Background: an optimization exercise with open tools, aiming at small area, a short achievable clock period and few clock cycles per item. Do not read the settings as production practice.
Only simulation tests tie the RTL to the original design; equivalence was not proved.
No activity file was given, so power comes from the tool's default toggle rates.

== v6 ==
==> module lsu_top, before the edit <==
module lsu_top (
  input  logic                          clk,
  input  logic                          rst,
  input  lsu_pkg::beat_t                in_data,
  input  logic                          in_valid,
  output logic                          in_ready,
  output lsu_pkg::beat_t                out_data,
  output logic                          out_valid,
  input  logic                          out_ready,
  input  logic                          start,
  input  logic                          store,
  output logic                          done,
  input  lsu_pkg::cfg_t                 len,
  input  lsu_pkg::cfg_t                 seg_count,
  input  lsu_pkg::cfg_t                 block_factor,
  input  lsu_pkg::cfg_t                 seg_stride,
  input  lsu_pkg::cfg_t                 addr_offset,
  output lsu_pkg::addr_t                ram_addr,
  output lsu_pkg::word_t                ram_d,
  output logic                          ram_we,
  output logic [lsu_pkg::num_banks-1:0] ram_ce,
  input  logic [lsu_pkg::num_banks*lsu_pkg::word_w-1:0] ram_q
);
  localparam int AW = lsu_pkg::addr_w;
  localparam int CW = lsu_pkg::cfg_w;
  localparam int WW = lsu_pkg::word_w;
  localparam int RL = lsu_pkg::rd_latency;
  lsu_pkg::gen_t g, g_step, g_init, g_next;
  logic [7:0] wib;            
  logic       is_st;          
  logic       st_run;         
  logic       ld_run;         
  logic       stall;          
  logic       stall_r;        
  logic       wait_dlv;       
  logic       deliver_r;      
  logic       x_last;
  logic       issue, push, resume, deliver;
  logic       done_next;
  logic [RL:0] rv;            
  logic [RL:0] rlb;           
  logic [RL:0] rlx;           
  logic [1:0]  rbk [RL+1];
  logic        out_last;
  logic [WW-1:0] ret_word;
  assign x_last = g.jl & g.sl;
  assign deliver = out_valid & out_ready;
  assign stall   = out_valid & ~out_ready;
  assign issue   = (st_run & in_valid) | (ld_run & ~stall_r & ~wait_dlv);
  assign push    = ld_run & ~stall_r & ~wait_dlv & wib[0];
  assign resume  = wait_dlv & deliver_r;
  lsu_addr_gen i_step (
    .g (g), .len (len), .block_factor (block_factor), .seg_stride (seg_stride),
    .g_step (g_step)
  );
  always_comb begin
    g_init.cur     = addr_offset[AW-1:0];
    g_init.row     = addr_offset[AW-1:0];
    g_init.seg     = addr_offset[AW-1:0];
    g_init.bank    = 2'd0;
    g_init.blk_rem = block_factor;
    g_init.bl      = (block_factor == CW'(1));
    g_init.j_rem   = len;
    g_init.jl      = (len == CW'(1));
    g_init.s_rem   = seg_count;
    g_init.sl      = (seg_count == CW'(1));
  end
  always_ff @(posedge clk) begin
    if (start) begin
      g     <= g_init;
      wib   <= 8'd1;
      is_st <= store;
    end else if (resume) begin
      g   <= g_next;
      wib <= 8'd1;
    end else if (issue) begin
      g   <= g_step;
      wib <= {wib[6:0], wib[7]};
    end
  end
  always_ff @(posedge clk) begin
    if (push) begin
      g_next <= g;
    end
  end
  assign done_next = (st_run & in_valid & x_last) | (deliver & out_last);
  always_ff @(posedge clk) begin
    if (rst) begin
      st_run    <= 1'b0;
      ld_run    <= 1'b0;
      stall_r   <= 1'b0;
      wait_dlv  <= 1'b0;
      deliver_r <= 1'b0;
      done      <= 1'b0;
      in_ready  <= 1'b0;
    end else begin
      if (start) begin
        st_run   <= store;
        ld_run   <= ~store;
        wait_dlv <= 1'b0;
      end else begin
        if (issue & x_last) begin
          st_run <= 1'b0;
          ld_run <= 1'b0;
        end
        if (stall_r & ~out_last) begin
          ld_run   <= 1'b1;
          wait_dlv <= 1'b1;
        end else if (resume) begin
          wait_dlv <= 1'b0;
        end
      end
      stall_r   <= stall;
      deliver_r <= deliver;
      done      <= done_next;
      in_ready  <= ~start & st_run & ~(in_valid & x_last) &
                   (in_valid ? wib[6] : wib[7]);
    end
  end
  logic [WW-1:0] d_sel;
  always_comb begin
    d_sel = '0;
    for (int w = 0; w < 8; w++) d_sel |= in_data[w*WW +: WW] & {WW{wib[w]}};
  end
  assign ram_we = is_st;
  always_ff @(posedge clk) begin
    if (rst) begin
      ram_ce <= '0;
      rv     <= '0;
      out_valid <= 1'b0;
    end else begin
      ram_ce <= issue ? (4'b0001 << g.bank) : 4'b0000;
      rv     <= stall_r ? '0 : {rv[RL-1:0], issue & ~is_st};
      out_valid <= stall | (rv[RL] & rlb[RL]);
    end
  end
  always_ff @(posedge clk) begin
    ram_addr <= g.cur;
    ram_d    <= d_sel;
    rlb      <= {rlb[RL-1:0], wib[7]};
    rlx      <= {rlx[RL-1:0], x_last};
    rbk[0]   <= g.bank;
    for (int i = 1; i <= RL; i++) rbk[i] <= rbk[i-1];
  end
  always_comb begin
    ret_word = '0;
    for (int b = 0; b < 4; b++) ret_word |= ram_q[b*WW +: WW] & {WW{rbk[RL] == 2'(b)}};
  end
  always_ff @(posedge clk) begin
    if (~stall) begin
      out_data <= {ret_word, out_data[lsu_pkg::beat_w-1:WW]};
      out_last <= rlx[RL];
    end
  end
endmodule
clock: 5.0 ns
lec_check: 0
abc_clock_period_in_ps: 2000
cap_margin: 20
core_area: 3 3 497 497
cts_cluster_diameter: 80
cts_cluster_size: 24
die_area: 0 0 500 500
setup_slack_margin: 3.0
slew_margin: 20
tns_end_percent: 5
standard.sh (not shown) runs the stock make flow with config.mk's settings and CLKGATE_MAP_FILE= SYNTH_SCRIPT=/design/flow/synth_recipe.tcl, a recipe that flattens the netlist after the stock synthesis.
==> flow/flow/run.sh <==
#!/bin/bash
# Standard ORFS layout with two changes: ports get the smallest plain buffer
# (buf_1) instead of the delay buffer buffer_ports picks on its own, and the
# pins of each data bit are grouped on the die edge (flow/pins.tcl).
set -euo pipefail
bash standard.sh \
  "BUFFER_PORTS_ARGS=-buffer_cell sky130_fd_sc_hd__buf_1" \
  "PRE_IO_PLACEMENT_TCL=$PWD/flow/pins.tcl" \
  finish > standard_make.log 2>&1
==> flow/flow/pins.tcl <==
# Bit-slice pin groups: for bit b, the four ram_q words, the eight out_data
# words (in shift order), the eight in_data words and ram_d share one stretch
# of the die edge, so each slice's cells can sit together.
for {set b 0} {$b < 64} {incr b} {
  set names {}
  for {set k 0} {$k < 4} {incr k} { lappend names "ram_q\[[expr {64 * $k + $b}]\]" }
  for {set w 7} {$w >= 0} {incr w -1} { lappend names "out_data\[[expr {64 * $w + $b}]\]" }
  for {set w 0} {$w < 8} {incr w} { lappend names "in_data\[[expr {64 * $w + $b}]\]" }
  lappend names "ram_d\[$b\]"
  set_io_pin_constraint -pin_names $names -group -order
}
Testbench counts of v6, summed over its fixed seeds: cycles 73,854, items 9,040.
[inputs] v7 vs v6
--- a/flow/design.v
+++ b/flow/design.v
@@ -211,19 +211,20 @@
   end
   logic [WW-1:0] d_sel;
   always_comb begin
     d_sel = '0;
     for (int w = 0; w < 8; w++) d_sel |= in_data[w*WW +: WW] & {WW{wib[w]}};
   end
-  assign ram_we = is_st;
   always_ff @(posedge clk) begin
     if (rst) begin
+      ram_we <= 1'b0;
       ram_ce <= '0;
       rv     <= '0;
       out_valid <= 1'b0;
     end else begin
+      if (start) ram_we <= store;
       ram_ce <= issue ? (4'b0001 << g.bank) : 4'b0000;
       rv     <= stall_r ? '0 : {rv[RL-1:0], issue & ~is_st};
       out_valid <= stall | (rv[RL] & rlb[RL]);
     end
   end
   always_ff @(posedge clk) begin
--- outcome ---
- Final critical delay including setup and external delays ended up 0.017 ns lower on v7 than on v6.
- From v7 to v6, die outline area did not move at all.
- Relative to v6, the final routed wire length divided by cell count measured on v7 has increased by a few percent.
- v7 vs v6: count of plain and timing-repair buffers down slightly
- Summary of v7 over v6: flip-flop and latch count saw little to no change; global-route usage went up; combinational group share of total power fell by 0.6 points; final design instance area without fill saw little to no change; sequential fraction of total cell area held steady.
- v7 and v6 ended up with nearly the same global routing usage on met1.
- Share of final layout cell area taken by non-clock buffers was higher in v6 than in v7.
- When the final numbers for v7 and v6 were put side by side, the power share of the sequential group turned out to be greater in v6.
- There was hardly any difference in total number of vias between v7 and v6.
- Max freq v6 -> v7: improved
Testbench counts of v7, summed over its fixed seeds: cycles 73,854, items 9,040.

[what the ideal ports hide]
The flow's constraints put no driver on any port. The routed layouts listed below were extracted and timed again, unchanged, in two steps. Step 1: set_driving_cell puts a clkbuf_16 on clk and a buf_2 on each other input, an assumption about the parent block. Step 2, shift: input delay + t, output delay - t, t = (earliest + latest rising clock arrival at the registers) / 2. This alone moves slack from input paths to output paths. a / b / c = no drivers / after step 1 / after step 2; a / b = the first two.
| run | t (ns) | setup WS [ns] | slew at the worst register clock pin (ns) |
|---|---|---|---|
| v6 | 0.772 | 2.652 / 2.609 / 1.900 | 0.10 / 0.10 |
| v7 | 0.768 | 2.668 / 2.594 / 1.825 | 0.10 / 0.10 |
After both steps every run listed still meets setup and hold. For v7, which loses most, drivers alone change the setup slack by -0.074 ns; drivers and shift together by -0.843 ns.
